What follows belongs to an exercise in optimizing a design on an open flow for small area and a short achievable clock period; a production flow would make more cautious choices.
Only simulation tests tie the RTL to the original design; equivalence was not proved.
Power is estimated from default activity; no workload was simulated.

## flow/design.v (module list and top-level ports; edited modules follow where they fit)
// module issue_stage: 108 lines
// module pipe_int: 53 lines
// module pipe_mul: 999 lines
// module mul_fin: 124 lines
// module completion_pipe: 54 lines
// module calc_top: 79 lines
module calc_top (
  input  logic                      clk_i,
  input  logic                      rst_n_i,
  input  logic                      dispatch_v_i,
  input  logic [32-1:0]       instr_i,
  input  logic [32-1:0]       rs1_data_i,
  input  logic [32-1:0]       rs2_data_i,
  input  logic                      flush_i,
  output logic                      wb_v_o,
  output logic [5-1:0] wb_rd_addr_o,
  output logic [32-1:0]       wb_data_o
);
  // ...
==> flow/flow/run.sh <==
#!/bin/bash
# The standard layout (the standard.sh, all ORFS stages unchanged) with
# one change: the ports are buffered with buf_2 cells instead of the cell
# buffer_ports picks on its own (clkdlybuf4s50_1). Every port still gets
# its own buffer. make's full output goes to flow_make.log here; each ORFS
# step keeps its own log under orfs/logs/.
set -euo pipefail
bash standard.sh "BUFFER_PORTS_ARGS=-buffer_cell sky130_fd_sc_hd__buf_2" finish > flow_make.log 2>&1
==> flow/standard.sh <==
#!/bin/bash
# synth_recipe.tcl (not shown) runs the flow's synth.tcl, then flattens the netlist and writes it again
# the make line also repeats each setting of config.mk as NAME=value (left out here)
make -C /OpenROAD-flow-scripts/flow DESIGN_CONFIG=/design/flow/config.mk WORK_HOME=/design/flow/orfs CLKGATE_MAP_FILE= SYNTH_SCRIPT=/design/flow/synth_recipe.tcl "${@:-finish}"
==> flow/config.mk <==
export PLATFORM = sky130hd
export DESIGN_NAME = calc_top
export DESIGN_NICKNAME = calc_top
export VERILOG_FILES = /design/flow/design.v
export SDC_FILE = /design/flow/constraint.sdc
export NUM_CORES = 4
export LEC_CHECK = 0
export ABC_CLOCK_PERIOD_IN_PS = 3000
export CAP_MARGIN = 20
export CORE_MARGIN = 2
export CORE_UTILIZATION = 40
export CTS_BUF_LIST = sky130_fd_sc_hd__clkbuf_8
export PLACE_DENSITY = 0.5
export SETUP_SLACK_MARGIN = 4.4
export SLEW_MARGIN = 20
export TNS_END_PERCENT = 20
==> flow/constraint.sdc <==
create_clock -name core_clock -period 8.0 [get_ports {clk_i}]
set_input_delay 1.6000 -clock core_clock [delete_from_list [all_inputs] [get_ports {clk_i}]]
set_output_delay 1.6000 -clock core_clock [all_outputs]
set_load 0.01 [all_outputs]
==> results.cfg, run 1 <==
[worst_setup_path]
crit_chain = buf_16, buf_12, mux4_2, a211oi_1, o21ai_0, o211ai_1, o221ai_1, a311oi_1, o211ai_1
slowest_stage = a311oi_1
critPathLaunch = issue_stage_i.ex_op_b_o[1]
crit_end = issue_stage_i.ex_op_a_o[31]
reg2reg_slack_ns = 4.23
crit_family = compound AO/OA/AOI/OAI gates

[run]
maxCapViolCount = 0

[clocking]
ctsHtreeMaxLevel = 2
clk_pin_slew_ns = 0.07
cts_tree = built
hold_buffers = 0

[layout]
multi_input_gates = 2740
final_cell_mix = a21oi_1, inv_1, nor2_1
buf_share_pct = 10.3

[yosys]
synth.top_cell.area_share_pct = 15.8
async_flop_share_pct = 0
synth_top_family_by_area = compound AO/OA/AOI/OAI gates
ys_types = 94
ys_top_cells_by_area = dfxtp_1, fa_1, ha_1

[power]
power.density_mw_per_mm2 = 195
p_int_w = 0.00371
clk-power_w = 0.00147
leakage_nw = 14.9
seq_cell_power_w = 0.00175

[worst_hold_path]
hold_depth = 0

[sta]
max-slew-margin-rel_pct = 27.2
finalSetupViolations = 0

[floorplanning]
die_h_um = 281
die_area_mm2 = 0.0788

[routing]
dr.max_layer_used = met5
wl_mm = 175

[placed_design]
place_ws_ns = 2.83
postPlaceCellArea_mm2 = 0.0314

[run_status]
status = finished clean
==> module issue_stage, before the edit <==
module issue_stage (
  input  logic                                         clk_i,
  input  logic                                         rst_n_i,
  input  logic                                         dispatch_v_i,
  input  logic                                         flush_i,
  input  logic [32-1:0]                          instr_i,
  input  logic [32-1:0]                          rs1_data_i,
  input  logic [32-1:0]                          rs2_data_i,
  input  logic [3:0][5-1:0] fwd_rd_addr_i,
  input  logic [3:0]                     fwd_w_v_i,
  input  logic [3:0][32-1:0]       fwd_data_i,
  output logic [2:0]                                   ex_f3_o,
  output logic                                         ex_sub_o,
  output logic                                         ex_sra_o,
  output logic                                         ex_mul_o,
  output logic [5-1:0]                    ex_rd_o,
  output logic [32-1:0]                          ex_op_a_o,
  output logic [32-1:0]                          ex_op_b_o,
  output logic                                         ex_v_o
);
  localparam src_cnt_lp = 3 + 1;
  logic [6:0]            opcode;
  logic [2:0]            funct3;
  logic [6:0]            funct7;
  logic [4:0]            rs1;
  logic [4:0]            rs2;
  logic [4:0]            rd;
  logic                  is_op;
  logic                  is_op_imm;
  logic                  is_mul;
  logic                  is_int;
  logic                  alt_ok;
  logic                  rd_w_v;
  logic [src_cnt_lp-1:0] match_rs1;
  logic [src_cnt_lp-1:0] match_rs2;
  logic [src_cnt_lp-1:0] shadow;
  logic [32-1:0]   bypass_rs1;
  logic [32-1:0]   bypass_rs2;
  logic [32-1:0]   imm_sext;
  assign opcode = instr_i[6:0];
  assign rd     = instr_i[11:7];
  assign funct3 = instr_i[14:12];
  assign rs1    = instr_i[19:15];
  assign rs2    = instr_i[24:20];
  assign funct7 = instr_i[31:25];
  assign is_op     = (opcode == 7'b0110011);
  assign is_op_imm = (opcode == 7'b0010011);
  assign is_mul = is_op & (funct7 == 7'b0000001) & (funct3 == 3'b000);
  assign alt_ok = (funct3 == 3'b000) | (funct3 == 3'b101);
  always_comb
  begin
    is_int = 1'b0;
    if (is_op)
      is_int = (funct7 == 7'b0000000) | ((funct7 == 7'b0100000) & alt_ok);
    else if (is_op_imm)
    begin
      case (funct3)
        3'b001:     is_int = (funct7 == 7'b0000000);
        3'b101: is_int = (funct7 == 7'b0000000) | (funct7 == 7'b0100000);
        default:        is_int = 1'b1;
      endcase
    end
  end
  assign rd_w_v = dispatch_v_i & ~flush_i & (is_int | is_mul) & (rd != '0);
  for (genvar i = 0; i < src_cnt_lp; i++)
  begin : g_match
    assign match_rs1[i] = fwd_w_v_i[i] & (fwd_rd_addr_i[i] == rs1);
    assign match_rs2[i] = fwd_w_v_i[i] & (fwd_rd_addr_i[i] == rs2);
  end
  always_comb
  begin
    for (int i = 0; i < src_cnt_lp; i++)
    begin
      shadow[i] = 1'b0;
      for (int j = 0; j < i; j++)
        shadow[i] = shadow[i] | (fwd_w_v_i[j] & (fwd_rd_addr_i[j] == fwd_rd_addr_i[i]));
    end
  end
  always_comb
  begin
    bypass_rs1 = {32{~|match_rs1}} & rs1_data_i;
    bypass_rs2 = {32{~|match_rs2}} & rs2_data_i;
    for (int i = 0; i < src_cnt_lp; i++)
    begin
      bypass_rs1 = bypass_rs1 | ({32{match_rs1[i] & ~shadow[i]}} & fwd_data_i[i]);
      bypass_rs2 = bypass_rs2 | ({32{match_rs2[i] & ~shadow[i]}} & fwd_data_i[i]);
    end
  end
  assign imm_sext = {{(32-12){instr_i[31]}}, instr_i[31:20]};
  always_ff @(posedge clk_i)
  begin
    ex_op_a_o <= bypass_rs1;
    ex_op_b_o <= is_op_imm ? imm_sext : bypass_rs2;
    ex_f3_o   <= funct3;
    ex_sub_o  <= ((funct3 == 3'b000) & is_op & funct7[5])
               | (funct3 == 3'b010) | (funct3 == 3'b011);
    ex_sra_o  <= funct7[5];
    ex_mul_o  <= is_mul;
    ex_rd_o   <= rd;
  end
  always_ff @(posedge clk_i)
  begin
    if (!rst_n_i)
      ex_v_o <= 1'b0;
    else
      ex_v_o <= rd_w_v;
  end
endmodule
==> module pipe_int, before the edit <==
module pipe_int (
  input  logic [2:0]          f3_i,
  input  logic                sub_i,
  input  logic                sra_i,
  input  logic [32-1:0] op_a_i,
  input  logic [32-1:0] op_b_i,
  output logic [32-1:0] data_o
);
  logic [32-1:0] b_x;
  logic [32-1:0] sum;
  logic                cout;
  logic                lt_s;
  logic                lt_u;
  logic                is_sll;
  logic [32-1:0] sh_in;
  logic                sh_fill;
  logic [32:0]   sh_ext;
  logic [32-1:0] sh_out;
  logic [32-1:0] sh_rev;
  logic [4:0]          shamt;
  logic [7:0]          sel;
  assign b_x         = op_b_i ^ {32{sub_i}};
  assign {cout, sum} = {1'b0, op_a_i} + {1'b0, b_x} + {{32{1'b0}}, sub_i};
  assign lt_u = ~cout;
  assign lt_s = (op_a_i[32-1] ^ op_b_i[32-1]) ? op_a_i[32-1] : sum[32-1];
  assign shamt  = op_b_i[4:0];
  assign is_sll = ~f3_i[2];
  always_comb
  begin
    for (int i = 0; i < 32; i++)
      sh_in[i] = is_sll ? op_a_i[32-1-i] : op_a_i[i];
  end
  assign sh_fill = sra_i & op_a_i[32-1] & ~is_sll;
  assign sh_ext  = $signed({sh_fill, sh_in}) >>> shamt;
  assign sh_out  = sh_ext[32-1:0];
  always_comb
  begin
    for (int i = 0; i < 32; i++)
      sh_rev[i] = sh_out[32-1-i];
  end
  always_comb
  begin
    for (int i = 0; i < 8; i++)
      sel[i] = (f3_i == i[2:0]);
  end
  assign data_o = ({32{sel[0]}} & sum)
                | ({32{sel[1]}} & sh_rev)
                | {{(32-1){1'b0}}, (sel[2] & lt_s) | (sel[3] & lt_u)}
                | ({32{sel[4]}} & (op_a_i ^ op_b_i))
                | ({32{sel[5]}} & sh_out)
                | ({32{sel[6]}} & (op_a_i | op_b_i))
                | ({32{sel[7]}} & (op_a_i & op_b_i));
endmodule
==> module mul_fin, before the edit <==
module mul_fin (
  input  logic          en_i,
  input  logic [31:0]   s_i,
  input  logic [50:0] x_i,
  output logic [31:0]   p_o
);
  wire s1, c2;
  assign s1 = (en_i & x_i[10]) ^ (en_i & x_i[11]);
  assign c2 = (en_i & x_i[10]) & (en_i & x_i[11]);
  wire s3, c4;
  assign s3 = (en_i & x_i[12]) ^ s_i[12];
  assign c4 = (en_i & x_i[12]) & s_i[12];
  wire s5, c6;
  assign s5 = (en_i & x_i[13]) ^ s_i[13];
  assign c6 = (en_i & x_i[13]) & s_i[13];
  wire s7, c8;
  assign s7 = (en_i & x_i[14]) ^ s_i[14];
  assign c8 = (en_i & x_i[14]) & s_i[14];
  wire s9, c10;
  assign s9 = (en_i & x_i[15]) ^ s_i[15];
  assign c10 = (en_i & x_i[15]) & s_i[15];
  wire s11, c12;
  assign s11 = (en_i & x_i[16]) ^ s_i[16];
  assign c12 = (en_i & x_i[16]) & s_i[16];
  wire s13, c14;
  assign s13 = (en_i & x_i[17]) ^ s_i[17];
  assign c14 = (en_i & x_i[17]) & s_i[17];
  wire s15, c16;
  assign s15 = (en_i & x_i[18]) ^ s_i[18];
  assign c16 = (en_i & x_i[18]) & s_i[18];
  wire s17, c18;
  assign s17 = (en_i & x_i[19]) ^ (en_i & x_i[20]) ^ (en_i & x_i[21]);
  assign c18 = ((en_i & x_i[19]) & ((en_i & x_i[20]) | (en_i & x_i[21]))) | ((en_i & x_i[20]) & (en_i & x_i[21]));
  wire s19, c20;
  assign s19 = s_i[19] ^ c16;
  assign c20 = s_i[19] & c16;
  wire s21, c22;
  assign s21 = (en_i & x_i[22]) ^ (en_i & x_i[23]) ^ s_i[20];
  assign c22 = ((en_i & x_i[22]) & ((en_i & x_i[23]) | s_i[20])) | ((en_i & x_i[23]) & s_i[20]);
  wire s23, c24;
  assign s23 = c18 ^ c20;
  assign c24 = c18 & c20;
  wire s25, c26;
  assign s25 = (en_i & x_i[24]) ^ (en_i & x_i[25]) ^ s_i[21];
  assign c26 = ((en_i & x_i[24]) & ((en_i & x_i[25]) | s_i[21])) | ((en_i & x_i[25]) & s_i[21]);
  wire s27, c28;
  assign s27 = c22 ^ s25;
  assign c28 = c22 & s25;
  wire s29, c30;
  assign s29 = (en_i & x_i[26]) ^ (en_i & x_i[27]) ^ s_i[22];
  assign c30 = ((en_i & x_i[26]) & ((en_i & x_i[27]) | s_i[22])) | ((en_i & x_i[27]) & s_i[22]);
  wire s31, c32;
  assign s31 = c26 ^ s29;
  assign c32 = c26 & s29;
  wire s33, c34;
  assign s33 = (en_i & x_i[28]) ^ (en_i & x_i[29]) ^ s_i[23];
  assign c34 = ((en_i & x_i[28]) & ((en_i & x_i[29]) | s_i[23])) | ((en_i & x_i[29]) & s_i[23]);
  wire s35, c36;
  assign s35 = c30 ^ s33;
  assign c36 = c30 & s33;
  wire s37, c38;
  assign s37 = (en_i & x_i[30]) ^ (en_i & x_i[31]) ^ s_i[24];
  assign c38 = ((en_i & x_i[30]) & ((en_i & x_i[31]) | s_i[24])) | ((en_i & x_i[31]) & s_i[24]);
  wire s39, c40;
  assign s39 = c34 ^ s37;
  assign c40 = c34 & s37;
  wire s41, c42;
  assign s41 = (en_i & x_i[32]) ^ (en_i & x_i[33]) ^ s_i[25];
  assign c42 = ((en_i & x_i[32]) & ((en_i & x_i[33]) | s_i[25])) | ((en_i & x_i[33]) & s_i[25]);
  wire s43, c44;
  assign s43 = c38 ^ s41;
  assign c44 = c38 & s41;
  wire s45, c46;
  assign s45 = (en_i & x_i[34]) ^ (en_i & x_i[35]) ^ s_i[26];
  assign c46 = ((en_i & x_i[34]) & ((en_i & x_i[35]) | s_i[26])) | ((en_i & x_i[35]) & s_i[26]);
  wire s47, c48;
  assign s47 = c42 ^ s45;
  assign c48 = c42 & s45;
  wire s49, c50;
  assign s49 = (en_i & x_i[36]) ^ (en_i & x_i[37]) ^ s_i[27];
  assign c50 = ((en_i & x_i[36]) & ((en_i & x_i[37]) | s_i[27])) | ((en_i & x_i[37]) & s_i[27]);
  wire s51, c52;
  assign s51 = c46 ^ s49;
  assign c52 = c46 & s49;
  wire s53, c54;
  assign s53 = (en_i & x_i[38]) ^ (en_i & x_i[39]) ^ (en_i & x_i[40]);
  assign c54 = ((en_i & x_i[38]) & ((en_i & x_i[39]) | (en_i & x_i[40]))) | ((en_i & x_i[39]) & (en_i & x_i[40]));
  wire s55, c56;
  assign s55 = (en_i & x_i[41]) ^ s_i[28] ^ c50;
  assign c56 = ((en_i & x_i[41]) & (s_i[28] | c50)) | (s_i[28] & c50);
  wire s57, c58;
  assign s57 = s53 ^ c52;
  assign c58 = s53 & c52;
  wire s59, c60;
  assign s59 = (en_i & x_i[42]) ^ (en_i & x_i[43]) ^ (en_i & x_i[44]);
  assign c60 = ((en_i & x_i[42]) & ((en_i & x_i[43]) | (en_i & x_i[44]))) | ((en_i & x_i[43]) & (en_i & x_i[44]));
  wire s61, c62;
  assign s61 = s_i[29] ^ c54 ^ s59;
  assign c62 = (s_i[29] & (c54 | s59)) | (c54 & s59);
  wire s63, c64;
  assign s63 = c56 ^ c58;
  assign c64 = c56 & c58;
  wire s65, c66;
  assign s65 = (en_i & x_i[45]) ^ (en_i & x_i[46]) ^ (en_i & x_i[47]);
  assign c66 = ((en_i & x_i[45]) & ((en_i & x_i[46]) | (en_i & x_i[47]))) | ((en_i & x_i[46]) & (en_i & x_i[47]));
  wire s67, c68;
  assign s67 = s_i[30] ^ c60 ^ s65;
  assign c68 = (s_i[30] & (c60 | s65)) | (c60 & s65);
  wire s69, c70;
  assign s69 = c62 ^ s67;
  assign c70 = c62 & s67;
  wire s71, c72;
  assign s71 = (en_i & x_i[48]) ^ (en_i & x_i[49]) ^ (en_i & x_i[50]);
  assign c72 = ((en_i & x_i[48]) & ((en_i & x_i[49]) | (en_i & x_i[50]))) | ((en_i & x_i[49]) & (en_i & x_i[50]));
  wire s73, c74;
  assign s73 = s_i[31] ^ c66 ^ s71;
  assign c74 = (s_i[31] & (c66 | s71)) | (c66 & s71);
  wire s75, c76;
  assign s75 = c68 ^ s73;
  assign c76 = c68 & s73;
  wire [31:0] r0 = {c70, c64, s61, s55, c48, c44, c40, c36, c32, c28, c24, s21, s17, c14, c12, c10, c8, c6, c4, c2, s_i[11], s_i[10], s_i[9], s_i[8], s_i[7], s_i[6], s_i[5], s_i[4], s_i[3], s_i[2], s_i[1], s_i[0]};
  wire [31:0] r1 = {s75, s69, s63, s57, s51, s47, s43, s39, s35, s31, s27, s23, s19, s15, s13, s11, s9, s7, s5, s3, s1, (en_i & x_i[9]), (en_i & x_i[8]), (en_i & x_i[7]), (en_i & x_i[6]), (en_i & x_i[5]), (en_i & x_i[4]), (en_i & x_i[3]), (en_i & x_i[2]), (en_i & x_i[1]), 1'b0, (en_i & x_i[0])};
  assign p_o = r0 + r1;
endmodule
==> module completion_pipe, before the edit <==
module completion_pipe #(
  parameter NX = 31
) (
  input  logic                                         clk_i,
  input  logic                                         rst_n_i,
  input  logic                                         flush_i,
  input  logic                                         ex_v_i,
  input  logic [5-1:0]                    ex_rd_addr_i,
  input  logic                                         ex_mul_i,
  input  logic [32-1:0]                          int_data_i,
  input  logic [32-1:0]                          mul_s_i,
  input  logic [NX-1:0]                                mul_x_i,
  output logic [3:0][5-1:0] fwd_rd_addr_o,
  output logic [3:0]                     fwd_w_v_o,
  output logic [3:0][32-1:0]       fwd_data_o,
  output logic                                         wb_v_o,
  output logic [5-1:0]                    wb_rd_addr_o,
  output logic [32-1:0]                          wb_data_o
);
  logic [2:0]                      w_v_r;
  logic [2:0][5-1:0]  rd_addr_r;
  logic [2:0][32-1:0]        data_r;
  logic [NX-1:0]                   mul_x_r;
  logic                            mul_r;
  logic [32-1:0]             fin;
  mul_fin mul_fin_i (
    .en_i (mul_r),
    .s_i (data_r[0]),
    .x_i (mul_x_r),
    .p_o (fin)
  );
  always_ff @(posedge clk_i)
  begin
    rd_addr_r <= {rd_addr_r[1:0], ex_rd_addr_i};
    data_r[0] <= ex_mul_i ? mul_s_i : int_data_i;
    mul_x_r   <= mul_x_i;
    mul_r     <= ex_mul_i;
    data_r[1] <= fin;
    data_r[2] <= data_r[1];
  end
  always_ff @(posedge clk_i)
  begin
    if (!rst_n_i)
      w_v_r <= '0;
    else
      w_v_r <= {w_v_r[1], w_v_r[0] & ~flush_i, ex_v_i & ~flush_i};
  end
  assign fwd_rd_addr_o = {rd_addr_r, ex_rd_addr_i};
  assign fwd_w_v_o     = {w_v_r, ex_v_i};
  assign fwd_data_o    = {data_r, int_data_i};
  assign wb_v_o       = w_v_r[2];
  assign wb_rd_addr_o = rd_addr_r[2];
  assign wb_data_o    = data_r[2];
endmodule
==> module calc_top, before the edit <==
module calc_top (
  input  logic                      clk_i,
  input  logic                      rst_n_i,
  input  logic                      dispatch_v_i,
  input  logic [32-1:0]       instr_i,
  input  logic [32-1:0]       rs1_data_i,
  input  logic [32-1:0]       rs2_data_i,
  input  logic                      flush_i,
  output logic                      wb_v_o,
  output logic [5-1:0] wb_rd_addr_o,
  output logic [32-1:0]       wb_data_o
);
  localparam NX = 51;
  logic [2:0]                                   ex_f3;
  logic                                         ex_sub;
  logic                                         ex_sra;
  logic                                         ex_mul;
  logic [5-1:0]                    ex_rd;
  logic [32-1:0]                          ex_op_a;
  logic [32-1:0]                          ex_op_b;
  logic                                         ex_v;
  logic [32-1:0]                          int_data;
  logic [32-1:0]                          mul_s;
  logic [NX-1:0]                                mul_x;
  logic [3:0][5-1:0] fwd_rd_addr;
  logic [3:0]                     fwd_w_v;
  logic [3:0][32-1:0]       fwd_data;
  issue_stage issue_stage_i (
    .clk_i         (clk_i),
    .rst_n_i       (rst_n_i),
    .dispatch_v_i  (dispatch_v_i),
    .flush_i       (flush_i),
    .instr_i       (instr_i),
    .rs1_data_i    (rs1_data_i),
    .rs2_data_i    (rs2_data_i),
    .fwd_rd_addr_i (fwd_rd_addr),
    .fwd_w_v_i     (fwd_w_v),
    .fwd_data_i    (fwd_data),
    .ex_f3_o       (ex_f3),
    .ex_sub_o      (ex_sub),
    .ex_sra_o      (ex_sra),
    .ex_mul_o      (ex_mul),
    .ex_rd_o       (ex_rd),
    .ex_op_a_o     (ex_op_a),
    .ex_op_b_o     (ex_op_b),
    .ex_v_o        (ex_v)
  );
  pipe_int pipe_int_i (
    .f3_i   (ex_f3),
    .sub_i  (ex_sub),
    .sra_i  (ex_sra),
    .op_a_i (ex_op_a),
    .op_b_i (ex_op_b),
    .data_o (int_data)
  );
  pipe_mul pipe_mul_i (
    .a_i  (ex_op_a),
    .b_i  (ex_op_b),
    .s_o  (mul_s),
    .x_o  (mul_x)
  );
  completion_pipe #(.NX(NX)) completion_pipe_i (
    .clk_i         (clk_i),
    .rst_n_i       (rst_n_i),
    .flush_i       (flush_i),
    .ex_v_i        (ex_v),
    .ex_rd_addr_i  (ex_rd),
    .ex_mul_i      (ex_mul),
    .int_data_i    (int_data),
    .mul_s_i       (mul_s),
    .mul_x_i       (mul_x),
    .fwd_rd_addr_o (fwd_rd_addr),
    .fwd_w_v_o     (fwd_w_v),
    .fwd_data_o    (fwd_data),
    .wb_v_o        (wb_v_o),
    .wb_rd_addr_o  (wb_rd_addr_o),
    .wb_data_o     (wb_data_o)
  );
endmodule
==> run 2, diff against run 1 <==
--- a/flow/design.v
+++ b/flow/design.v
@@ -53,7 +53,6 @@
   logic                  rd_w_v;
   logic [src_cnt_lp-1:0] match_rs1;
   logic [src_cnt_lp-1:0] match_rs2;
-  logic [src_cnt_lp-1:0] shadow;
   logic [32-1:0]   bypass_rs1;
   logic [32-1:0]   bypass_rs2;
   logic [32-1:0]   imm_sext;
@@ -89,21 +88,27 @@
   end
   always_comb
   begin
+    logic [src_cnt_lp:0] sel1;
+    logic [src_cnt_lp:0] sel2;
+    logic                older1;
+    logic                older2;
+    older1 = 1'b0;
+    older2 = 1'b0;
     for (int i = 0; i < src_cnt_lp; i++)
     begin
-      shadow[i] = 1'b0;
-      for (int j = 0; j < i; j++)
-        shadow[i] = shadow[i] | (fwd_w_v_i[j] & (fwd_rd_addr_i[j] == fwd_rd_addr_i[i]));
+      sel1[i] = match_rs1[i] & ~older1;
+      sel2[i] = match_rs2[i] & ~older2;
+      older1  = older1 | match_rs1[i];
+      older2  = older2 | match_rs2[i];
     end
-  end
-  always_comb
-  begin
-    bypass_rs1 = {32{~|match_rs1}} & rs1_data_i;
-    bypass_rs2 = {32{~|match_rs2}} & rs2_data_i;
+    sel1[src_cnt_lp] = ~older1;
+    sel2[src_cnt_lp] = ~older2;
+    bypass_rs1 = {32{sel1[src_cnt_lp]}} & rs1_data_i;
+    bypass_rs2 = {32{sel2[src_cnt_lp]}} & rs2_data_i;
     for (int i = 0; i < src_cnt_lp; i++)
     begin
-      bypass_rs1 = bypass_rs1 | ({32{match_rs1[i] & ~shadow[i]}} & fwd_data_i[i]);
-      bypass_rs2 = bypass_rs2 | ({32{match_rs2[i] & ~shadow[i]}} & fwd_data_i[i]);
+      bypass_rs1 = bypass_rs1 | ({32{sel1[i]}} & fwd_data_i[i]);
+      bypass_rs2 = bypass_rs2 | ({32{sel2[i]}} & fwd_data_i[i]);
     end
   end
   assign imm_sext = {{(32-12){instr_i[31]}}, instr_i[31:20]};
@@ -131,6 +136,7 @@
   input  logic [2:0]          f3_i,
   input  logic                sub_i,
   input  logic                sra_i,
+  input  logic                mul_i,
   input  logic [32-1:0] op_a_i,
   input  logic [32-1:0] op_b_i,
   output logic [32-1:0] data_o
@@ -170,7 +176,7 @@
   always_comb
   begin
     for (int i = 0; i < 8; i++)
-      sel[i] = (f3_i == i[2:0]);
+      sel[i] = ~mul_i & (f3_i == i[2:0]);
   end
   assign data_o = ({32{sel[0]}} & sum)
                 | ({32{sel[1]}} & sh_rev)
@@ -182,14 +188,15 @@
 endmodule
 `timescale 1ns/1ps
 module pipe_mul (
+  input  logic          en_i,
   input  logic [31:0]   a_i,
   input  logic [31:0]   b_i,
   output logic [31:0]   s_o,
   output logic [50:0] x_o
 );
-  wire one0 = b_i[0] ^ 1'b0;
-  wire two0 = (b_i[1] & ~b_i[0] & ~1'b0) | (~b_i[1] & b_i[0] & 1'b0);
-  wire neg0 = b_i[1] & ~(b_i[0] & 1'b0);
+  wire one0 = en_i & (b_i[0] ^ 1'b0);
+  wire two0 = en_i & ((b_i[1] & ~b_i[0] & ~1'b0) | (~b_i[1] & b_i[0] & 1'b0));
+  wire neg0 = en_i & b_i[1] & ~(b_i[0] & 1'b0);
   wire p1_0 = one0 & ~b_i[1];
   wire m1_0 = one0 & b_i[1];
   wire p2_0 = two0 & ~b_i[1];
@@ -226,9 +233,9 @@
   wire pp0_29 = (p1_0 & a_i[29]) | (m1_0 & ~a_i[29]) | (p2_0 & a_i[28]) | (m2_0 & ~a_i[28]);
   wire pp0_30 = (p1_0 & a_i[30]) | (m1_0 & ~a_i[30]) | (p2_0 & a_i[29]) | (m2_0 & ~a_i[29]);
   wire pp0_31 = (p1_0 & a_i[31]) | (m1_0 & ~a_i[31]) | (p2_0 & a_i[30]) | (m2_0 & ~a_i[30]);
-  wire one1 = b_i[2] ^ b_i[1];
-  wire two1 = (b_i[3] & ~b_i[2] & ~b_i[1]) | (~b_i[3] & b_i[2] & b_i[1]);
-  wire neg1 = b_i[3] & ~(b_i[2] & b_i[1]);
+  wire one1 = en_i & (b_i[2] ^ b_i[1]);
+  wire two1 = en_i & ((b_i[3] & ~b_i[2] & ~b_i[1]) | (~b_i[3] & b_i[2] & b_i[1]));
+  wire neg1 = en_i & b_i[3] & ~(b_i[2] & b_i[1]);
   wire p1_1 = one1 & ~b_i[3];
   wire m1_1 = one1 & b_i[3];
   wire p2_1 = two1 & ~b_i[3];
@@ -263,9 +270,9 @@
   wire pp1_27 = (p1_1 & a_i[27]) | (m1_1 & ~a_i[27]) | (p2_1 & a_i[26]) | (m2_1 & ~a_i[26]);
   wire pp1_28 = (p1_1 & a_i[28]) | (m1_1 & ~a_i[28]) | (p2_1 & a_i[27]) | (m2_1 & ~a_i[27]);
   wire pp1_29 = (p1_1 & a_i[29]) | (m1_1 & ~a_i[29]) | (p2_1 & a_i[28]) | (m2_1 & ~a_i[28]);
-  wire one2 = b_i[4] ^ b_i[3];
-  wire two2 = (b_i[5] & ~b_i[4] & ~b_i[3]) | (~b_i[5] & b_i[4] & b_i[3]);
-  wire neg2 = b_i[5] & ~(b_i[4] & b_i[3]);
+  wire one2 = en_i & (b_i[4] ^ b_i[3]);
+  wire two2 = en_i & ((b_i[5] & ~b_i[4] & ~b_i[3]) | (~b_i[5] & b_i[4] & b_i[3]));
+  wire neg2 = en_i & b_i[5] & ~(b_i[4] & b_i[3]);
   wire p1_2 = one2 & ~b_i[5];
   wire m1_2 = one2 & b_i[5];
   wire p2_2 = two2 & ~b_i[5];
@@ -298,9 +305,9 @@
   wire pp2_25 = (p1_2 & a_i[25]) | (m1_2 & ~a_i[25]) | (p2_2 & a_i[24]) | (m2_2 & ~a_i[24]);
   wire pp2_26 = (p1_2 & a_i[26]) | (m1_2 & ~a_i[26]) | (p2_2 & a_i[25]) | (m2_2 & ~a_i[25]);
   wire pp2_27 = (p1_2 & a_i[27]) | (m1_2 & ~a_i[27]) | (p2_2 & a_i[26]) | (m2_2 & ~a_i[26]);
-  wire one3 = b_i[6] ^ b_i[5];
-  wire two3 = (b_i[7] & ~b_i[6] & ~b_i[5]) | (~b_i[7] & b_i[6] & b_i[5]);
-  wire neg3 = b_i[7] & ~(b_i[6] & b_i[5]);
+  wire one3 = en_i & (b_i[6] ^ b_i[5]);
+  wire two3 = en_i & ((b_i[7] & ~b_i[6] & ~b_i[5]) | (~b_i[7] & b_i[6] & b_i[5]));
+  wire neg3 = en_i & b_i[7] & ~(b_i[6] & b_i[5]);
   wire p1_3 = one3 & ~b_i[7];
   wire m1_3 = one3 & b_i[7];
   wire p2_3 = two3 & ~b_i[7];
@@ -331,9 +338,9 @@
   wire pp3_23 = (p1_3 & a_i[23]) | (m1_3 & ~a_i[23]) | (p2_3 & a_i[22]) | (m2_3 & ~a_i[22]);
   wire pp3_24 = (p1_3 & a_i[24]) | (m1_3 & ~a_i[24]) | (p2_3 & a_i[23]) | (m2_3 & ~a_i[23]);
   wire pp3_25 = (p1_3 & a_i[25]) | (m1_3 & ~a_i[25]) | (p2_3 & a_i[24]) | (m2_3 & ~a_i[24]);
-  wire one4 = b_i[8] ^ b_i[7];
-  wire two4 = (b_i[9] & ~b_i[8] & ~b_i[7]) | (~b_i[9] & b_i[8] & b_i[7]);
-  wire neg4 = b_i[9] & ~(b_i[8] & b_i[7]);
+  wire one4 = en_i & (b_i[8] ^ b_i[7]);
+  wire two4 = en_i & ((b_i[9] & ~b_i[8] & ~b_i[7]) | (~b_i[9] & b_i[8] & b_i[7]));
+  wire neg4 = en_i & b_i[9] & ~(b_i[8] & b_i[7]);
   wire p1_4 = one4 & ~b_i[9];
   wire m1_4 = one4 & b_i[9];
   wire p2_4 = two4 & ~b_i[9];
@@ -362,9 +369,9 @@
   wire pp4_21 = (p1_4 & a_i[21]) | (m1_4 & ~a_i[21]) | (p2_4 & a_i[20]) | (m2_4 & ~a_i[20]);
   wire pp4_22 = (p1_4 & a_i[22]) | (m1_4 & ~a_i[22]) | (p2_4 & a_i[21]) | (m2_4 & ~a_i[21]);
   wire pp4_23 = (p1_4 & a_i[23]) | (m1_4 & ~a_i[23]) | (p2_4 & a_i[22]) | (m2_4 & ~a_i[22]);
-  wire one5 = b_i[10] ^ b_i[9];
-  wire two5 = (b_i[11] & ~b_i[10] & ~b_i[9]) | (~b_i[11] & b_i[10] & b_i[9]);
-  wire neg5 = b_i[11] & ~(b_i[10] & b_i[9]);
+  wire one5 = en_i & (b_i[10] ^ b_i[9]);
+  wire two5 = en_i & ((b_i[11] & ~b_i[10] & ~b_i[9]) | (~b_i[11] & b_i[10] & b_i[9]));
+  wire neg5 = en_i & b_i[11] & ~(b_i[10] & b_i[9]);
   wire p1_5 = one5 & ~b_i[11];
   wire m1_5 = one5 & b_i[11];
   wire p2_5 = two5 & ~b_i[11];
@@ -391,9 +398,9 @@
   wire pp5_19 = (p1_5 & a_i[19]) | (m1_5 & ~a_i[19]) | (p2_5 & a_i[18]) | (m2_5 & ~a_i[18]);
   wire pp5_20 = (p1_5 & a_i[20]) | (m1_5 & ~a_i[20]) | (p2_5 & a_i[19]) | (m2_5 & ~a_i[19]);
   wire pp5_21 = (p1_5 & a_i[21]) | (m1_5 & ~a_i[21]) | (p2_5 & a_i[20]) | (m2_5 & ~a_i[20]);
-  wire one6 = b_i[12] ^ b_i[11];
-  wire two6 = (b_i[13] & ~b_i[12] & ~b_i[11]) | (~b_i[13] & b_i[12] & b_i[11]);
-  wire neg6 = b_i[13] & ~(b_i[12] & b_i[11]);
+  wire one6 = en_i & (b_i[12] ^ b_i[11]);
+  wire two6 = en_i & ((b_i[13] & ~b_i[12] & ~b_i[11]) | (~b_i[13] & b_i[12] & b_i[11]));
+  wire neg6 = en_i & b_i[13] & ~(b_i[12] & b_i[11]);
   wire p1_6 = one6 & ~b_i[13];
   wire m1_6 = one6 & b_i[13];
   wire p2_6 = two6 & ~b_i[13];
@@ -418,9 +425,9 @@
   wire pp6_17 = (p1_6 & a_i[17]) | (m1_6 & ~a_i[17]) | (p2_6 & a_i[16]) | (m2_6 & ~a_i[16]);
   wire pp6_18 = (p1_6 & a_i[18]) | (m1_6 & ~a_i[18]) | (p2_6 & a_i[17]) | (m2_6 & ~a_i[17]);
   wire pp6_19 = (p1_6 & a_i[19]) | (m1_6 & ~a_i[19]) | (p2_6 & a_i[18]) | (m2_6 & ~a_i[18]);
-  wire one7 = b_i[14] ^ b_i[13];
-  wire two7 = (b_i[15] & ~b_i[14] & ~b_i[13]) | (~b_i[15] & b_i[14] & b_i[13]);
-  wire neg7 = b_i[15] & ~(b_i[14] & b_i[13]);
+  wire one7 = en_i & (b_i[14] ^ b_i[13]);
+  wire two7 = en_i & ((b_i[15] & ~b_i[14] & ~b_i[13]) | (~b_i[15] & b_i[14] & b_i[13]));
+  wire neg7 = en_i & b_i[15] & ~(b_i[14] & b_i[13]);
   wire p1_7 = one7 & ~b_i[15];
   wire m1_7 = one7 & b_i[15];
   wire p2_7 = two7 & ~b_i[15];
@@ -443,9 +450,9 @@
   wire pp7_15 = (p1_7 & a_i[15]) | (m1_7 & ~a_i[15]) | (p2_7 & a_i[14]) | (m2_7 & ~a_i[14]);
   wire pp7_16 = (p1_7 & a_i[16]) | (m1_7 & ~a_i[16]) | (p2_7 & a_i[15]) | (m2_7 & ~a_i[15]);
   wire pp7_17 = (p1_7 & a_i[17]) | (m1_7 & ~a_i[17]) | (p2_7 & a_i[16]) | (m2_7 & ~a_i[16]);
-  wire one8 = b_i[16] ^ b_i[15];
-  wire two8 = (b_i[17] & ~b_i[16] & ~b_i[15]) | (~b_i[17] & b_i[16] & b_i[15]);
-  wire neg8 = b_i[17] & ~(b_i[16] & b_i[15]);
+  wire one8 = en_i & (b_i[16] ^ b_i[15]);
+  wire two8 = en_i & ((b_i[17] & ~b_i[16] & ~b_i[15]) | (~b_i[17] & b_i[16] & b_i[15]));
+  wire neg8 = en_i & b_i[17] & ~(b_i[16] & b_i[15]);
   wire p1_8 = one8 & ~b_i[17];
   wire m1_8 = one8 & b_i[17];
   wire p2_8 = two8 & ~b_i[17];
@@ -466,9 +473,9 @@
   wire pp8_13 = (p1_8 & a_i[13]) | (m1_8 & ~a_i[13]) | (p2_8 & a_i[12]) | (m2_8 & ~a_i[12]);
   wire pp8_14 = (p1_8 & a_i[14]) | (m1_8 & ~a_i[14]) | (p2_8 & a_i[13]) | (m2_8 & ~a_i[13]);
   wire pp8_15 = (p1_8 & a_i[15]) | (m1_8 & ~a_i[15]) | (p2_8 & a_i[14]) | (m2_8 & ~a_i[14]);
-  wire one9 = b_i[18] ^ b_i[17];
-  wire two9 = (b_i[19] & ~b_i[18] & ~b_i[17]) | (~b_i[19] & b_i[18] & b_i[17]);
-  wire neg9 = b_i[19] & ~(b_i[18] & b_i[17]);
+  wire one9 = en_i & (b_i[18] ^ b_i[17]);
+  wire two9 = en_i & ((b_i[19] & ~b_i[18] & ~b_i[17]) | (~b_i[19] & b_i[18] & b_i[17]));
+  wire neg9 = en_i & b_i[19] & ~(b_i[18] & b_i[17]);
   wire p1_9 = one9 & ~b_i[19];
   wire m1_9 = one9 & b_i[19];
   wire p2_9 = two9 & ~b_i[19];
@@ -487,9 +494,9 @@
   wire pp9_11 = (p1_9 & a_i[11]) | (m1_9 & ~a_i[11]) | (p2_9 & a_i[10]) | (m2_9 & ~a_i[10]);
   wire pp9_12 = (p1_9 & a_i[12]) | (m1_9 & ~a_i[12]) | (p2_9 & a_i[11]) | (m2_9 & ~a_i[11]);
   wire pp9_13 = (p1_9 & a_i[13]) | (m1_9 & ~a_i[13]) | (p2_9 & a_i[12]) | (m2_9 & ~a_i[12]);
-  wire one10 = b_i[20] ^ b_i[19];
-  wire two10 = (b_i[21] & ~b_i[20] & ~b_i[19]) | (~b_i[21] & b_i[20] & b_i[19]);
-  wire neg10 = b_i[21] & ~(b_i[20] & b_i[19]);
+  wire one10 = en_i & (b_i[20] ^ b_i[19]);
+  wire two10 = en_i & ((b_i[21] & ~b_i[20] & ~b_i[19]) | (~b_i[21] & b_i[20] & b_i[19]));
+  wire neg10 = en_i & b_i[21] & ~(b_i[20] & b_i[19]);
   wire p1_10 = one10 & ~b_i[21];
   wire m1_10 = one10 & b_i[21];
   wire p2_10 = two10 & ~b_i[21];
@@ -506,9 +513,9 @@
   wire pp10_9 = (p1_10 & a_i[9]) | (m1_10 & ~a_i[9]) | (p2_10 & a_i[8]) | (m2_10 & ~a_i[8]);
   wire pp10_10 = (p1_10 & a_i[10]) | (m1_10 & ~a_i[10]) | (p2_10 & a_i[9]) | (m2_10 & ~a_i[9]);
   wire pp10_11 = (p1_10 & a_i[11]) | (m1_10 & ~a_i[11]) | (p2_10 & a_i[10]) | (m2_10 & ~a_i[10]);
-  wire one11 = b_i[22] ^ b_i[21];
-  wire two11 = (b_i[23] & ~b_i[22] & ~b_i[21]) | (~b_i[23] & b_i[22] & b_i[21]);
-  wire neg11 = b_i[23] & ~(b_i[22] & b_i[21]);
+  wire one11 = en_i & (b_i[22] ^ b_i[21]);
+  wire two11 = en_i & ((b_i[23] & ~b_i[22] & ~b_i[21]) | (~b_i[23] & b_i[22] & b_i[21]));
+  wire neg11 = en_i & b_i[23] & ~(b_i[22] & b_i[21]);
   wire p1_11 = one11 & ~b_i[23];
   wire m1_11 = one11 & b_i[23];
   wire p2_11 = two11 & ~b_i[23];
@@ -523,9 +530,9 @@
   wire pp11_7 = (p1_11 & a_i[7]) | (m1_11 & ~a_i[7]) | (p2_11 & a_i[6]) | (m2_11 & ~a_i[6]);
   wire pp11_8 = (p1_11 & a_i[8]) | (m1_11 & ~a_i[8]) | (p2_11 & a_i[7]) | (m2_11 & ~a_i[7]);
   wire pp11_9 = (p1_11 & a_i[9]) | (m1_11 & ~a_i[9]) | (p2_11 & a_i[8]) | (m2_11 & ~a_i[8]);
-  wire one12 = b_i[24] ^ b_i[23];
-  wire two12 = (b_i[25] & ~b_i[24] & ~b_i[23]) | (~b_i[25] & b_i[24] & b_i[23]);
-  wire neg12 = b_i[25] & ~(b_i[24] & b_i[23]);
+  wire one12 = en_i & (b_i[24] ^ b_i[23]);
+  wire two12 = en_i & ((b_i[25] & ~b_i[24] & ~b_i[23]) | (~b_i[25] & b_i[24] & b_i[23]));
+  wire neg12 = en_i & b_i[25] & ~(b_i[24] & b_i[23]);
   wire p1_12 = one12 & ~b_i[25];
   wire m1_12 = one12 & b_i[25];
   wire p2_12 = two12 & ~b_i[25];
@@ -538,9 +545,9 @@
   wire pp12_5 = (p1_12 & a_i[5]) | (m1_12 & ~a_i[5]) | (p2_12 & a_i[4]) | (m2_12 & ~a_i[4]);
   wire pp12_6 = (p1_12 & a_i[6]) | (m1_12 & ~a_i[6]) | (p2_12 & a_i[5]) | (m2_12 & ~a_i[5]);
   wire pp12_7 = (p1_12 & a_i[7]) | (m1_12 & ~a_i[7]) | (p2_12 & a_i[6]) | (m2_12 & ~a_i[6]);
-  wire one13 = b_i[26] ^ b_i[25];
-  wire two13 = (b_i[27] & ~b_i[26] & ~b_i[25]) | (~b_i[27] & b_i[26] & b_i[25]);
-  wire neg13 = b_i[27] & ~(b_i[26] & b_i[25]);
+  wire one13 = en_i & (b_i[26] ^ b_i[25]);
+  wire two13 = en_i & ((b_i[27] & ~b_i[26] & ~b_i[25]) | (~b_i[27] & b_i[26] & b_i[25]));
+  wire neg13 = en_i & b_i[27] & ~(b_i[26] & b_i[25]);
   wire p1_13 = one13 & ~b_i[27];
   wire m1_13 = one13 & b_i[27];
   wire p2_13 = two13 & ~b_i[27];
@@ -551,9 +558,9 @@
   wire pp13_3 = (p1_13 & a_i[3]) | (m1_13 & ~a_i[3]) | (p2_13 & a_i[2]) | (m2_13 & ~a_i[2]);
   wire pp13_4 = (p1_13 & a_i[4]) | (m1_13 & ~a_i[4]) | (p2_13 & a_i[3]) | (m2_13 & ~a_i[3]);
   wire pp13_5 = (p1_13 & a_i[5]) | (m1_13 & ~a_i[5]) | (p2_13 & a_i[4]) | (m2_13 & ~a_i[4]);
-  wire one14 = b_i[28] ^ b_i[27];
-  wire two14 = (b_i[29] & ~b_i[28] & ~b_i[27]) | (~b_i[29] & b_i[28] & b_i[27]);
-  wire neg14 = b_i[29] & ~(b_i[28] & b_i[27]);
+  wire one14 = en_i & (b_i[28] ^ b_i[27]);
+  wire two14 = en_i & ((b_i[29] & ~b_i[28] & ~b_i[27]) | (~b_i[29] & b_i[28] & b_i[27]));
+  wire neg14 = en_i & b_i[29] & ~(b_i[28] & b_i[27]);
   wire p1_14 = one14 & ~b_i[29];
   wire m1_14 = one14 & b_i[29];
   wire p2_14 = two14 & ~b_i[29];
@@ -562,9 +569,9 @@
   wire pp14_1 = (p1_14 & a_i[1]) | (m1_14 & ~a_i[1]) | (p2_14 & a_i[0]) | (m2_14 & ~a_i[0]);
   wire pp14_2 = (p1_14 & a_i[2]) | (m1_14 & ~a_i[2]) | (p2_14 & a_i[1]) | (m2_14 & ~a_i[1]);
   wire pp14_3 = (p1_14 & a_i[3]) | (m1_14 & ~a_i[3]) | (p2_14 & a_i[2]) | (m2_14 & ~a_i[2]);
-  wire one15 = b_i[30] ^ b_i[29];
-  wire two15 = (b_i[31] & ~b_i[30] & ~b_i[29]) | (~b_i[31] & b_i[30] & b_i[29]);
-  wire neg15 = b_i[31] & ~(b_i[30] & b_i[29]);
+  wire one15 = en_i & (b_i[30] ^ b_i[29]);
+  wire two15 = en_i & ((b_i[31] & ~b_i[30] & ~b_i[29]) | (~b_i[31] & b_i[30] & b_i[29]));
+  wire neg15 = en_i & b_i[31] & ~(b_i[30] & b_i[29]);
   wire p1_15 = one15 & ~b_i[31];
   wire m1_15 = one15 & b_i[31];
   wire p2_15 = two15 & ~b_i[31];
@@ -1181,127 +1188,126 @@
   assign x_o = {s403, c380, s401, s379, c356, s377, s355, c334, s353, s333, c312, c310, s331, s311, s309, s289, c268, s267, c248, s247, c228, s227, c210, s209, c192, s191, c176, s175, c160, c146, s159, s157, s145, s129, s115, s101, s89, s77, s67, c50, s57, s49, s39, s31, s23, s17, s11, s7, s3, s1, pp0_0};
 endmodule
 module mul_fin (
-  input  logic          en_i,
   input  logic [31:0]   s_i,
   input  logic [50:0] x_i,
   output logic [31:0]   p_o
 );
   wire s1, c2;
-  assign s1 = (en_i & x_i[10]) ^ (en_i & x_i[11]);
-  assign c2 = (en_i & x_i[10]) & (en_i & x_i[11]);
+  assign s1 = s_i[11] ^ x_i[10];
+  assign c2 = s_i[11] & x_i[10];
   wire s3, c4;
-  assign s3 = (en_i & x_i[12]) ^ s_i[12];
-  assign c4 = (en_i & x_i[12]) & s_i[12];
+  assign s3 = s_i[12] ^ x_i[12];
+  assign c4 = s_i[12] & x_i[12];
   wire s5, c6;
-  assign s5 = (en_i & x_i[13]) ^ s_i[13];
-  assign c6 = (en_i & x_i[13]) & s_i[13];
+  assign s5 = s_i[13] ^ x_i[13];
+  assign c6 = s_i[13] & x_i[13];
   wire s7, c8;
-  assign s7 = (en_i & x_i[14]) ^ s_i[14];
-  assign c8 = (en_i & x_i[14]) & s_i[14];
+  assign s7 = s_i[14] ^ x_i[14];
+  assign c8 = s_i[14] & x_i[14];
   wire s9, c10;
-  assign s9 = (en_i & x_i[15]) ^ s_i[15];
-  assign c10 = (en_i & x_i[15]) & s_i[15];
+  assign s9 = s_i[15] ^ x_i[15];
+  assign c10 = s_i[15] & x_i[15];
   wire s11, c12;
-  assign s11 = (en_i & x_i[16]) ^ s_i[16];
-  assign c12 = (en_i & x_i[16]) & s_i[16];
+  assign s11 = s_i[16] ^ x_i[16];
+  assign c12 = s_i[16] & x_i[16];
   wire s13, c14;
-  assign s13 = (en_i & x_i[17]) ^ s_i[17];
-  assign c14 = (en_i & x_i[17]) & s_i[17];
+  assign s13 = s_i[17] ^ x_i[17];
+  assign c14 = s_i[17] & x_i[17];
   wire s15, c16;
-  assign s15 = (en_i & x_i[18]) ^ s_i[18];
-  assign c16 = (en_i & x_i[18]) & s_i[18];
+  assign s15 = s_i[18] ^ x_i[18];
+  assign c16 = s_i[18] & x_i[18];
   wire s17, c18;
-  assign s17 = (en_i & x_i[19]) ^ (en_i & x_i[20]) ^ (en_i & x_i[21]);
-  assign c18 = ((en_i & x_i[19]) & ((en_i & x_i[20]) | (en_i & x_i[21]))) | ((en_i & x_i[20]) & (en_i & x_i[21]));
+  assign s17 = s_i[19] ^ x_i[19] ^ x_i[20];
+  assign c18 = (s_i[19] & (x_i[19] | x_i[20])) | (x_i[19] & x_i[20]);
   wire s19, c20;
-  assign s19 = s_i[19] ^ c16;
-  assign c20 = s_i[19] & c16;
+  assign s19 = x_i[21] ^ c16;
+  assign c20 = x_i[21] & c16;
   wire s21, c22;
-  assign s21 = (en_i & x_i[22]) ^ (en_i & x_i[23]) ^ s_i[20];
-  assign c22 = ((en_i & x_i[22]) & ((en_i & x_i[23]) | s_i[20])) | ((en_i & x_i[23]) & s_i[20]);
+  assign s21 = s_i[20] ^ x_i[22] ^ x_i[23];
+  assign c22 = (s_i[20] & (x_i[22] | x_i[23])) | (x_i[22] & x_i[23]);
   wire s23, c24;
   assign s23 = c18 ^ c20;
   assign c24 = c18 & c20;
   wire s25, c26;
-  assign s25 = (en_i & x_i[24]) ^ (en_i & x_i[25]) ^ s_i[21];
-  assign c26 = ((en_i & x_i[24]) & ((en_i & x_i[25]) | s_i[21])) | ((en_i & x_i[25]) & s_i[21]);
+  assign s25 = s_i[21] ^ x_i[24] ^ x_i[25];
+  assign c26 = (s_i[21] & (x_i[24] | x_i[25])) | (x_i[24] & x_i[25]);
   wire s27, c28;
   assign s27 = c22 ^ s25;
   assign c28 = c22 & s25;
   wire s29, c30;
-  assign s29 = (en_i & x_i[26]) ^ (en_i & x_i[27]) ^ s_i[22];
-  assign c30 = ((en_i & x_i[26]) & ((en_i & x_i[27]) | s_i[22])) | ((en_i & x_i[27]) & s_i[22]);
+  assign s29 = s_i[22] ^ x_i[26] ^ x_i[27];
+  assign c30 = (s_i[22] & (x_i[26] | x_i[27])) | (x_i[26] & x_i[27]);
   wire s31, c32;
   assign s31 = c26 ^ s29;
   assign c32 = c26 & s29;
   wire s33, c34;
-  assign s33 = (en_i & x_i[28]) ^ (en_i & x_i[29]) ^ s_i[23];
-  assign c34 = ((en_i & x_i[28]) & ((en_i & x_i[29]) | s_i[23])) | ((en_i & x_i[29]) & s_i[23]);
+  assign s33 = s_i[23] ^ x_i[28] ^ x_i[29];
+  assign c34 = (s_i[23] & (x_i[28] | x_i[29])) | (x_i[28] & x_i[29]);
   wire s35, c36;
   assign s35 = c30 ^ s33;
   assign c36 = c30 & s33;
   wire s37, c38;
-  assign s37 = (en_i & x_i[30]) ^ (en_i & x_i[31]) ^ s_i[24];
-  assign c38 = ((en_i & x_i[30]) & ((en_i & x_i[31]) | s_i[24])) | ((en_i & x_i[31]) & s_i[24]);
+  assign s37 = s_i[24] ^ x_i[30] ^ x_i[31];
+  assign c38 = (s_i[24] & (x_i[30] | x_i[31])) | (x_i[30] & x_i[31]);
   wire s39, c40;
   assign s39 = c34 ^ s37;
   assign c40 = c34 & s37;
   wire s41, c42;
-  assign s41 = (en_i & x_i[32]) ^ (en_i & x_i[33]) ^ s_i[25];
-  assign c42 = ((en_i & x_i[32]) & ((en_i & x_i[33]) | s_i[25])) | ((en_i & x_i[33]) & s_i[25]);
+  assign s41 = s_i[25] ^ x_i[32] ^ x_i[33];
+  assign c42 = (s_i[25] & (x_i[32] | x_i[33])) | (x_i[32] & x_i[33]);
   wire s43, c44;
   assign s43 = c38 ^ s41;
   assign c44 = c38 & s41;
   wire s45, c46;
-  assign s45 = (en_i & x_i[34]) ^ (en_i & x_i[35]) ^ s_i[26];
-  assign c46 = ((en_i & x_i[34]) & ((en_i & x_i[35]) | s_i[26])) | ((en_i & x_i[35]) & s_i[26]);
+  assign s45 = s_i[26] ^ x_i[34] ^ x_i[35];
+  assign c46 = (s_i[26] & (x_i[34] | x_i[35])) | (x_i[34] & x_i[35]);
   wire s47, c48;
   assign s47 = c42 ^ s45;
   assign c48 = c42 & s45;
   wire s49, c50;
-  assign s49 = (en_i & x_i[36]) ^ (en_i & x_i[37]) ^ s_i[27];
-  assign c50 = ((en_i & x_i[36]) & ((en_i & x_i[37]) | s_i[27])) | ((en_i & x_i[37]) & s_i[27]);
+  assign s49 = s_i[27] ^ x_i[36] ^ x_i[37];
+  assign c50 = (s_i[27] & (x_i[36] | x_i[37])) | (x_i[36] & x_i[37]);
   wire s51, c52;
   assign s51 = c46 ^ s49;
   assign c52 = c46 & s49;
   wire s53, c54;
-  assign s53 = (en_i & x_i[38]) ^ (en_i & x_i[39]) ^ (en_i & x_i[40]);
-  assign c54 = ((en_i & x_i[38]) & ((en_i & x_i[39]) | (en_i & x_i[40]))) | ((en_i & x_i[39]) & (en_i & x_i[40]));
+  assign s53 = s_i[28] ^ x_i[38] ^ x_i[39];
+  assign c54 = (s_i[28] & (x_i[38] | x_i[39])) | (x_i[38] & x_i[39]);
   wire s55, c56;
-  assign s55 = (en_i & x_i[41]) ^ s_i[28] ^ c50;
-  assign c56 = ((en_i & x_i[41]) & (s_i[28] | c50)) | (s_i[28] & c50);
+  assign s55 = x_i[40] ^ x_i[41] ^ c50;
+  assign c56 = (x_i[40] & (x_i[41] | c50)) | (x_i[41] & c50);
   wire s57, c58;
   assign s57 = s53 ^ c52;
   assign c58 = s53 & c52;
   wire s59, c60;
-  assign s59 = (en_i & x_i[42]) ^ (en_i & x_i[43]) ^ (en_i & x_i[44]);
-  assign c60 = ((en_i & x_i[42]) & ((en_i & x_i[43]) | (en_i & x_i[44]))) | ((en_i & x_i[43]) & (en_i & x_i[44]));
+  assign s59 = s_i[29] ^ x_i[42] ^ x_i[43];
+  assign c60 = (s_i[29] & (x_i[42] | x_i[43])) | (x_i[42] & x_i[43]);
   wire s61, c62;
-  assign s61 = s_i[29] ^ c54 ^ s59;
-  assign c62 = (s_i[29] & (c54 | s59)) | (c54 & s59);
+  assign s61 = x_i[44] ^ c54 ^ s59;
+  assign c62 = (x_i[44] & (c54 | s59)) | (c54 & s59);
   wire s63, c64;
   assign s63 = c56 ^ c58;
   assign c64 = c56 & c58;
   wire s65, c66;
-  assign s65 = (en_i & x_i[45]) ^ (en_i & x_i[46]) ^ (en_i & x_i[47]);
-  assign c66 = ((en_i & x_i[45]) & ((en_i & x_i[46]) | (en_i & x_i[47]))) | ((en_i & x_i[46]) & (en_i & x_i[47]));
+  assign s65 = s_i[30] ^ x_i[45] ^ x_i[46];
+  assign c66 = (s_i[30] & (x_i[45] | x_i[46])) | (x_i[45] & x_i[46]);
   wire s67, c68;
-  assign s67 = s_i[30] ^ c60 ^ s65;
-  assign c68 = (s_i[30] & (c60 | s65)) | (c60 & s65);
+  assign s67 = x_i[47] ^ c60 ^ s65;
+  assign c68 = (x_i[47] & (c60 | s65)) | (c60 & s65);
   wire s69, c70;
   assign s69 = c62 ^ s67;
   assign c70 = c62 & s67;
   wire s71, c72;
-  assign s71 = (en_i & x_i[48]) ^ (en_i & x_i[49]) ^ (en_i & x_i[50]);
-  assign c72 = ((en_i & x_i[48]) & ((en_i & x_i[49]) | (en_i & x_i[50]))) | ((en_i & x_i[49]) & (en_i & x_i[50]));
+  assign s71 = s_i[31] ^ x_i[48] ^ x_i[49];
+  assign c72 = (s_i[31] & (x_i[48] | x_i[49])) | (x_i[48] & x_i[49]);
   wire s73, c74;
-  assign s73 = s_i[31] ^ c66 ^ s71;
-  assign c74 = (s_i[31] & (c66 | s71)) | (c66 & s71);
+  assign s73 = x_i[50] ^ c66 ^ s71;
+  assign c74 = (x_i[50] & (c66 | s71)) | (c66 & s71);
   wire s75, c76;
   assign s75 = c68 ^ s73;
   assign c76 = c68 & s73;
-  wire [31:0] r0 = {c70, c64, s61, s55, c48, c44, c40, c36, c32, c28, c24, s21, s17, c14, c12, c10, c8, c6, c4, c2, s_i[11], s_i[10], s_i[9], s_i[8], s_i[7], s_i[6], s_i[5], s_i[4], s_i[3], s_i[2], s_i[1], s_i[0]};
-  wire [31:0] r1 = {s75, s69, s63, s57, s51, s47, s43, s39, s35, s31, s27, s23, s19, s15, s13, s11, s9, s7, s5, s3, s1, (en_i & x_i[9]), (en_i & x_i[8]), (en_i & x_i[7]), (en_i & x_i[6]), (en_i & x_i[5]), (en_i & x_i[4]), (en_i & x_i[3]), (en_i & x_i[2]), (en_i & x_i[1]), 1'b0, (en_i & x_i[0])};
+  wire [31:0] r0 = {c70, c64, s61, s55, c48, c44, c40, c36, c32, c28, c24, s21, s17, c14, c12, c10, c8, c6, c4, c2, x_i[11], s_i[10], s_i[9], s_i[8], s_i[7], s_i[6], s_i[5], s_i[4], s_i[3], s_i[2], s_i[1], s_i[0]};
+  wire [31:0] r1 = {s75, s69, s63, s57, s51, s47, s43, s39, s35, s31, s27, s23, s19, s15, s13, s11, s9, s7, s5, s3, s1, x_i[9], x_i[8], x_i[7], x_i[6], x_i[5], x_i[4], x_i[3], x_i[2], x_i[1], 1'b0, x_i[0]};
   assign p_o = r0 + r1;
 endmodule
 `timescale 1ns/1ps
@@ -1328,10 +1334,8 @@
   logic [2:0][5-1:0]  rd_addr_r;
   logic [2:0][32-1:0]        data_r;
   logic [NX-1:0]                   mul_x_r;
-  logic                            mul_r;
   logic [32-1:0]             fin;
   mul_fin mul_fin_i (
-    .en_i (mul_r),
     .s_i (data_r[0]),
     .x_i (mul_x_r),
     .p_o (fin)
@@ -1339,9 +1343,8 @@
   always_ff @(posedge clk_i)
   begin
     rd_addr_r <= {rd_addr_r[1:0], ex_rd_addr_i};
-    data_r[0] <= ex_mul_i ? mul_s_i : int_data_i;
+    data_r[0] <= int_data_i | mul_s_i;
     mul_x_r   <= mul_x_i;
-    mul_r     <= ex_mul_i;
     data_r[1] <= fin;
     data_r[2] <= data_r[1];
   end
@@ -1411,11 +1414,13 @@
     .f3_i   (ex_f3),
     .sub_i  (ex_sub),
     .sra_i  (ex_sra),
+    .mul_i  (ex_mul),
     .op_a_i (ex_op_a),
     .op_b_i (ex_op_b),
     .data_o (int_data)
   );
   pipe_mul pipe_mul_i (
+    .en_i (ex_mul),
     .a_i  (ex_op_a),
     .b_i  (ex_op_b),
     .s_o  (mul_s),
==> flow/run.sh (new file) <==
#!/bin/bash
# synth_recipe.tcl (not shown) runs the flow's synth.tcl, then flattens the netlist and writes it again
# the make line also repeats each setting of config.mk as NAME=value (left out here)
make -C /OpenROAD-flow-scripts/flow DESIGN_CONFIG=/design/flow/config.mk WORK_HOME=/design/flow/orfs CLKGATE_MAP_FILE= SYNTH_SCRIPT=/design/flow/synth_recipe.tcl finish
--- a/flow/config.mk
+++ b/flow/config.mk
@@ -9,8 +9,5 @@
 export CAP_MARGIN = 20
 export CORE_MARGIN = 2
 export CORE_UTILIZATION = 40
-export CTS_BUF_LIST = sky130_fd_sc_hd__clkbuf_8
-export PLACE_DENSITY = 0.5
-export SETUP_SLACK_MARGIN = 4.4
+export SETUP_SLACK_MARGIN = 4.8
 export SLEW_MARGIN = 20
-export TNS_END_PERCENT = 20
removed: flow/flow/run.sh
removed: flow/standard.sh
==> results.cfg, run 2 <==
[clocking]
clkSinkCount = 241
cts_tree = built
clock_path_buffers = 3
clockRootBuffer = clkbuf_16
ctsHtreeMaxLevel = 1
hold_buffers = 0
clk_pin_slew_ns = 0.07
worst_skew_pair.late_latency_ns = 0.58
cts_buffers = 27

[floorplanning]
start_util_pct = 40.3
die_area_mm2 = 0.0712
io_pins = 138
die_w_um = 267
die_h_um = 267
core_area_mm2 = 0.0685
rows = 96

[yosys]
ys_types = 81
synth_commonest_cells = nand2_1, xnor2_1, clkbuf_1, dfxtp_1, inv_1
synth.most_common_cell = nand2_1
async_flop_share_pct = 0
syn_inst = 3301
syn-num-nets = 3768
synth-main-ff-cell = dfxtp_1
yosysWarnings = 3
synth_largest_area_cell = dfxtp_1
ys_top_cells_by_area = dfxtp_1, fa_1, xnor2_1
synth_enable_flop_cells = 0
syn_area_per_cell_um2 = 8.37
synth_seq_cells = 241
yosysSeqAreaShare_pct = 17.5
synth.top_cell.area_share_pct = 17.5
syn_area_mm2 = 0.0276

[routing]
post_drt_wl_per_cell_um = 32.7
viasPerCell = 6.71
drc = 0
antenna_left = 0
dr.pass1.iters = 10
wl_mm = 145
vias = 29700
drt_iter0_markers = 4286

[layout]
drive_gt1_share_pct = 33.6
regMostFlops = completion_pipe_i.data_r
largest_reg_flops = 96
final_cell_mix = nand2_1, xnor2_1, buf_4
fin_nets = 3988
syn2layout_area_growth_pct = 39.7
final_area_mm2 = 0.0386
top_regs = completion_pipe_i.data_r (96), completion_pipe_i.mul_x_r (51)
final_common_cell = nand2_1

[sta]
rsz0062_at_grt = yes
finalSetupViolations = 0
fmax_ghz = 0.271
period_share_pct = 46.1
worstMarginPinSlew_ns = 0.904
hold_ws_ns = 0.365
finalHoldViolCount = 0
fin_ws_ns = 4.31
layout_min_cycle_time_ns = 3.69
maxSlewViolCount = 0
max-slew-margin-rel_pct = 39.1
clock-skew-final_ns = 0.0198
tns_ns = 0

[power]
combPwrFrac_pct = 41.7
pwr-share-seq_pct = 31.7
leakage_nw = 15.2
clock_power_share_pct = 26.6
p_sw_share_pct = 40.0
p_int_w = 0.00283
vdd_drop_max_mv = 0.170
power.density_mw_per_mm2 = 122
netSwitchingPower_w = 0.00188

[global_route]
grt-ovfl-total = 0
grt_usage_pct = 38.6
antenna_found_initial = 4
grt_max_degree = 49
grt_pass1_vias = 27600
grt_pass1_wl_mm = 198

[worst_setup_path]
cp-start-kind = flip-flop
cp_max_fo = 6
path_class = flip-flop to flip-flop
cp.required_ns = 8.46
crit_arrival_ns = 4.15
worstSetupEndpointType = flip-flop

[placed_design]
postPlaceCellArea_mm2 = 0.0300
place_ws_ns = 3.34
place_congestion = 1.00
hpwl_mm = 88.0
io_buffers = 137

[run]
maxCapViolCount = 0

[run_status]
status = finished clean

[worst_hold_path]
hold_path_class = flip-flop to flip-flop
[run 2: cell types whose count changed in the layout (fill, tap and decap cells not counted), moves of 56 or more]
| cell | previous run | this run |
|---|---|---|
| nor2_1 | 219 | 101 |
| clkdlybuf4s50_1 | 0 | 127 |
| o221ai_1 | 11 | 67 |
| inv_1 | 259 | 174 |
| a21oi_1 | 286 | 147 |
| buf_2 | 138 | 2 |
| fa_2 | 19 | 103 |
| a221o_1 | 165 | 40 |
| clkbuf_8 | 59 | 2 |
| a221oi_1 | 129 | 30 |
| fa_1 | 178 | 94 |
| xnor2_1 | 76 | 283 |
| o21ai_0 | 183 | 92 |
| nand2_1 | 201 | 293 |
[run 2: path summary, 6_finish.rpt]
path                                startpoint                            to  slack (ns)  cells after the start
hold reg to reg   completion_pipe_i.data_r[48]  completion_pipe_i.data_r[80]        0.36                      0
hold / removal    completion_pipe_i.data_r[48]  completion_pipe_i.data_r[80]        0.36                      0
setup / recovery        issue_stage_i.ex_mul_o  completion_pipe_i.data_r[18]        4.31                     13
setup reg to reg        issue_stage_i.ex_mul_o  completion_pipe_i.data_r[18]        4.31                     13
[run 2: metal layers]
layer  vias up  global-route usage, %  wire length, µm
met1     14300                   45.9            50100
met4         4                   28.7            14700
met3       765                   16.0            21600
li1      12200                      -                -
met5         -                      0              117
met2      2421                   55.3            58400
[run 2: final cells by class]
| class | count | area, µm² |
|---|---|---|
| sequential | 241 | 4940 |
| timing repair buffer | 533 | 6520 |
| antenna | 2 | 5.00 |
| clock inverter | 15 | 135 |
| clock buffer | 34 | 722 |
| tap | 882 | 1100 |
| fill | 5890 | 29900 |
| inverter | 227 | 880 |
| multi-input combinational | 2491 | 24300 |
[run 2: cells by family after synthesis]
| kind of cell | share of synthesized area [%] |
|---|---|
| buffers and inverters | 8.44 |
| adder cells (fa/ha/maj) | 22.0 |
| multiplexers | 4.62 |
| XOR/XNOR | 12.4 |
| AND/OR/NAND/NOR | 10.9 |
| flip-flops | 17.5 |
| AO/OA/AOI/OAI | 24.2 |
[run 2: power by group through the flow]
| stage | registers [W] | logic, W | clock network [W] |
|---|---|---|---|
| after floorplan | 0.00140 | 0.000925 | 0 |
| after global placement | 0.00150 | 0.00135 | 0 |
| after detailed placement | 0.00150 | 0.00134 | 0 |
| after CTS | 0.00147 | 0.00166 | 0.00126 |
| after global routing | 0.00149 | 0.00202 | 0.00131 |
| final | 0.00149 | 0.00197 | 0.00125 |
[run 2: timing repair]
item,in CTS,in global routing
pin swaps,144,179
endpoints found under the setup margin,149,138
cloned,31,14
endpoints found under the hold margin,0,0
gates resized for setup,587,409
setup buffers,172,98
[run 2: worst max-delay path, stage by stage (launching register included)]
cell and delay (ns):
dfxtp_4 0.40, buf_12 0.14, buf_16 0.15, nand2_8 0.06, or3_4 0.41, buf_12 0.16
o22ai_4 0.16, a21oi_2 0.06, fa_2 0.41, fa_2 0.43, fa_1 0.54, inv_2 0.05
fa_2 0.36, or2_4 0.23
[run 2: stage by stage]
stage	utilization, %	total power, W	cells
after floorplan	-	0.00233	3301
after global placement	43.8	0.00285	4059
after detailed placement	43.8	0.00284	4059
after CTS	52.1	0.00439	4311
after global routing	56.4	0.00483	4423
final	56.4	0.00471	4425

[re-timing with driven ports]
In the flow no input, the clock included, has a driving cell. The finished layouts below were timed again as built, in two steps.
Step 1, drivers: a clkbuf_16 drives clk_i and a buf_2 each remaining input, both assumed.
Step 2 adds t to the input delays and takes it off the output delays; t is the mean of the earliest and latest rising clock arrival at the registers after step 1. Input paths then give back, and output paths get back, about the clock's delay inside the block.
a / b / c = no drivers / after step 1 / after step 2; a / b = the first two.
run | t (ns) | setup WS [ns] | clock arrival spread, ns | worst data-port slew with drivers (ns)
run 1 | 0.735 | 4.228 / 4.228 / 3.785 | 0.109 / 0.109 | 0.05
run 2 | 0.639 | 4.310 / 4.310 / 4.002 | 0.020 / 0.020 | 0.06
After both steps every run listed still meets setup and hold. For run 1, which loses most, drivers alone change the setup slack by 0.000 ns; drivers and shift together by -0.443 ns.
